Context: an optimization exercise on an open-source flow, tuned for small area, a short achievable clock period and few clock cycles. The choices shown serve that exercise and are no tape-out recipe.
The RTL was checked by simulation tests, not by an equivalence proof against the original design.
No activity file was given, so power comes from the tool's default toggle rates.

// sp_top
module sp_top
(
	input  logic         clk,
	input  logic         rst_n,
	input  sp_pkg::series_beat_t in_beat,
	input  sp_pkg::sp_mode_t     in_mode,
	output sp_pkg::series_beat_t out_beat
);
	localparam logic [2:0] LAST = 3'(6 - 1);
	logic v1;
	logic [2:0] cnt1;
	logic [7:0] idx1;
	logic [7:0] nidx1;
	logic sgn1;
	logic [8:0] u1;
	logic [8:0] u_in;
	sp_pkg::sp_mode_t mode_r;
	always_ff @(posedge clk or negedge rst_n) begin
		if (!rst_n) begin
			v1 <= 1'b0;
			cnt1 <= '0;
		end else begin
			v1 <= in_beat.valid;
			if (in_beat.valid)
				cnt1 <= (cnt1 == LAST) ? '0 : cnt1 + 3'd1;
		end
	end
	assign u_in = in_beat.data + 9'd1;
	always_ff @(posedge clk) begin
		sgn1 <= u_in[8];
		idx1 <= u_in[7:0] ^ {8{u_in[8]}};
		nidx1 <= ~(u_in[7:0] ^ {8{u_in[8]}});
		if (in_beat.valid && cnt1 == '0)
			mode_r <= in_mode;
	end
	logic v2;
	logic idle;
	logic from_in;
	logic sort_nx;
	logic [8:0] u_nx;
	logic [8:0] w_nx;
	logic [8:0] u2;
	logic [9:0] q2;
	logic [8:0] inv1;
	assign idle = (cnt1 == '0) && !v1;
	assign from_in = idle || !mode_r.inv_en;
	assign sort_nx = idle ? in_mode.sort_en : mode_r.sort_en;
	logic [8:0] t1;
	assign u1 = {sgn1, idx1 ^ {8{sgn1}}};
	inv_table tab_inst (
		.i7(idx1[7]), .i6(idx1[6]), .i5(idx1[5]), .i4(idx1[4]),
		.i3(idx1[3]), .i2(idx1[2]), .i1(idx1[1]), .i0(idx1[0]),
		.ni7(nidx1[7]), .ni6(nidx1[6]), .ni5(nidx1[5]), .ni4(nidx1[4]),
		.ni3(nidx1[3]), .ni2(nidx1[2]), .ni1(nidx1[1]), .ni0(nidx1[0]),
		.t8(t1[8]), .t7(t1[7]), .t6(t1[6]), .t5(t1[5]), .t4(t1[4]),
		.t3(t1[3]), .t2(t1[2]), .t1(t1[1]), .t0(t1[0])
	);
	assign inv1 = t1 ^ {9{sgn1}};
	assign u_nx = from_in ? u_in : u1;
	assign w_nx = from_in ? u_in : inv1;
	always_ff @(posedge clk or negedge rst_n) begin
		if (!rst_n)
			v2 <= 1'b0;
		else if (idle)
			v2 <= in_beat.valid && !in_mode.inv_en;
		else
			v2 <= mode_r.inv_en ? v1 : in_beat.valid;
	end
	always_ff @(posedge clk) begin
		u2 <= u_nx;
		q2 <= sort_nx ? {1'b0, w_nx} : {w_nx, 1'b0};
	end
	logic [2:0] k3;
	logic dr;
	logic sort;
	logic sh;
	logic last_in;
	logic out_v;
	logic [8:0] out_d;
	logic [9:0] uw;
	logic [9:0] a [0:6-2];
	logic [8:0] s_head;
	logic head_gt;
	logic [10:0] t_a;
	logic [10:0] t_b;
	logic [10:0] t_sum;
	logic [8:0] r;
	assign sort = mode_r.sort_en;
	assign sh = dr || (sort && v2);
	assign last_in = sort && v2 && (k3 == LAST);
	assign uw = 10'(u2) + q2;
	series_sorter sort_inst (
  ...
Size in the first run: about 150 flip-flops, ~24 I/O pins, roughly 11000 um2 of cells after synthesis.
clock: 10.0 ns
lec_check: 0
cap_margin: 20
core_margin: 2
core_utilization: 40
slew_margin: 20
synth_hierarchical: 1
standard.sh (not shown) runs the stock make flow with config.mk's settings and CLKGATE_MAP_FILE= SYNTH_SCRIPT=/design/flow/synth_recipe.tcl, a recipe that flattens the netlist after the stock synthesis.
==> flow/flow/run.sh <==
#!/bin/bash
# Layout: the standard flow (standard.sh) with two changes to how the
# layout is made; the SDC, so the clock period and I/O constraints, is
# the standard flow's own and unchanged.
#  1. Synthesis is the standard script except that the inverse table and
#     the two output adders (modules inv_table, fast_add) are mapped by ABC
#     for area (flow/lut_area.script) before the standard ABC call maps the
#     rest. Registers are untouched.
#  2. ORFS's timing repair aims at slack beyond the design's period, so
#     that it sizes up the longest paths.
# Usage: bash flow/run.sh [make target]   (default finish)
set -euo pipefail
here=$(pwd)
target=${1:-finish}

# synthesis script: synth_recipe.tcl sourcing a copy of ORFS's synth.tcl
# with one extra ABC call for those modules
sed "/^ *log_cmd abc {\*}\$abc_args/i\\
  log_cmd abc -script $here/flow/lut_area.script {*}[lrange \$abc_args 2 end] inv_table fast_add" \
  "$FLOW_HOME/scripts/synth.tcl" > "$here/synth_lut.tcl"
grep -q "lut_area.script" "$here/synth_lut.tcl"
sed "s#\$::env(SCRIPTS_DIR)/synth.tcl#$here/synth_lut.tcl#" "$here/synth_recipe.tcl" > "$here/synth_recipe_lut.tcl"
grep -q "synth_lut.tcl" "$here/synth_recipe_lut.tcl"

# run the synth target with that script, then the standard flow on top
make_cmd=$(grep -m1 '^make -C' "$here/standard.sh" | sed -e "s#SYNTH_SCRIPT=[^ ]*#SYNTH_SCRIPT=$here/synth_recipe_lut.tcl#" -e 's#"\${@:-finish}"##')
eval "$make_cmd synth" > "$here/synth_lut.log" 2>&1

export SETUP_SLACK_MARGIN=6.7
bash "$here/standard.sh" "$target" > "$here/standard.log" 2>&1
==> flow/flow/lut_area.script <==
strash
&get -n
&dch -f
&nf -R 1000
&put
The starting point completed without violations.
Testbench counts at the start, summed over its fixed seeds: cycles 6,624.
Edit:
--- a/flow/flow/run.sh
+++ b/flow/flow/run.sh
@@ -27,4 +27,4 @@
 eval "$make_cmd synth" > "$here/synth_lut.log" 2>&1
 
-export SETUP_SLACK_MARGIN=6.7
+export SETUP_SLACK_MARGIN=6.8
 bash "$here/standard.sh" "$target" > "$here/standard.log" 2>&1
Settings changed: PLACE_DENSITY from default to 0.45.
=> The changed run completed with no timing, DRC or antenna violations. Clock power hardly moves. Worst hold slack is better by 0.0067 ns. Flip-flop and latch count does not change. Global-route usage climbs by 0.96 points. Via count grows slightly. Design area rises by a few percent. Maximum frequency rises by a few percent. Die area stays the same.


sp_top, a different RTL version from the one above (not shown whole).
Size: roughly 1200 cells after synthesis, about 24 I/O pins, ~11000 um2 of cells after synthesis.
Settings: LEC_CHECK=0, CAP_MARGIN=20, CORE_MARGIN=2, CORE_UTILIZATION=50, PLACE_DENSITY=0.6, SLEW_MARGIN=20, SYNTH_HIERARCHICAL=1; clock period 10.0 ns.
==> flow/flow/run.sh <==
#!/bin/bash
# Layout: the standard flow (standard.sh) with two changes to how the
# layout is made; the SDC, so the clock period and I/O constraints, is
# the standard flow's own and unchanged.
#  1. Synthesis is the standard script except that the inverse table
#     (module inv_table) is mapped by ABC for area (flow/lut_area.script)
#     before the standard ABC call maps the rest. Registers are untouched.
#  2. ORFS's timing repair aims at slack beyond the design's period, so
#     that it sizes up the longest paths.
# Usage: bash flow/run.sh [make target]   (default finish)
set -euo pipefail
here=$(pwd)
target=${1:-finish}

# synthesis script: synth_recipe.tcl sourcing a copy of ORFS's synth.tcl
# with one extra ABC call for the table module
sed "/^ *log_cmd abc {\*}\$abc_args/i\\
  log_cmd abc -script $here/flow/lut_area.script {*}[lrange \$abc_args 2 end] inv_table" \
  "$FLOW_HOME/scripts/synth.tcl" > "$here/synth_lut.tcl"
grep -q "lut_area.script" "$here/synth_lut.tcl"
sed "s#\$::env(SCRIPTS_DIR)/synth.tcl#$here/synth_lut.tcl#" "$here/synth_recipe.tcl" > "$here/synth_recipe_lut.tcl"
grep -q "synth_lut.tcl" "$here/synth_recipe_lut.tcl"

# run the synth target with that script, then the standard flow on top
make_cmd=$(grep -m1 '^make -C' "$here/standard.sh" | sed -e "s#SYNTH_SCRIPT=[^ ]*#SYNTH_SCRIPT=$here/synth_recipe_lut.tcl#" -e 's#"\${@:-finish}"##')
eval "$make_cmd synth" > "$here/synth_lut.log" 2>&1

export SETUP_SLACK_MARGIN=6.7
bash "$here/standard.sh" "$target" > "$here/standard.log" 2>&1
Scripts as last shown in full above: flow/flow/lut_area.script
Testbench counts at the start, summed over its fixed seeds: cycles 6,624.
Change:
Settings changed: CORE_UTILIZATION 50 to 40, PLACE_DENSITY 0.6 to 0.45.
After rerunning: The changed run went through all stages and came out clean. Clock-buffer cell count stays the same. Clock power came out higher by about 2%. Power came out higher by 1.8%. Worst setup slack is better by 0.027 ns. Register-to-register slack improves by 0.03 ns. Via count goes down by 1.3%. Routed wire length goes up by 7.1%. Final area goes up by 0.36%. Core utilization decreases by 13 points. Non-clock buffer count went down by 2. Worst hold slack is worse by 0.0065 ns.

==> port drivers added, routing unchanged <==
Ports are ideal in the flow. The routed layouts listed here were re-timed in OpenROAD.
Step 1 sets driving cells, clkbuf_16 on the clock port and buf_2 on the other inputs (assumed; they add their load-dependent delay and slew).
Step 2 times the ports against the registers' clock, not the clock port: input delays grow and output delays shrink by t, the midpoint of the rising clock arrivals with the driver on.
Three values: ideal ports, drivers, drivers and shift; two values: the first two.
| run | t (ns) | slack for setup (ns) | latest minus earliest clock arrival (ns) |
|---|---|---|---|
| the first run of note 1 | 0.463 | 6.730 / 6.686 / 6.291 | 0.013 / 0.014 |
| the second run of note 1 | 0.479 | 6.814 / 6.814 / 6.439 | 0.020 / 0.019 |
| the first run of note 2 | 0.472 | 6.649 / 6.649 / 6.374 | 0.019 / 0.019 |
| the second run of note 2 | 0.464 | 6.676 / 6.676 / 6.383 | 0.023 / 0.023 |
After both steps every run listed still meets setup and hold. The setup slack of the first run of note 1, which loses most, moves by -0.044 ns with the drivers and by -0.439 ns with both steps.
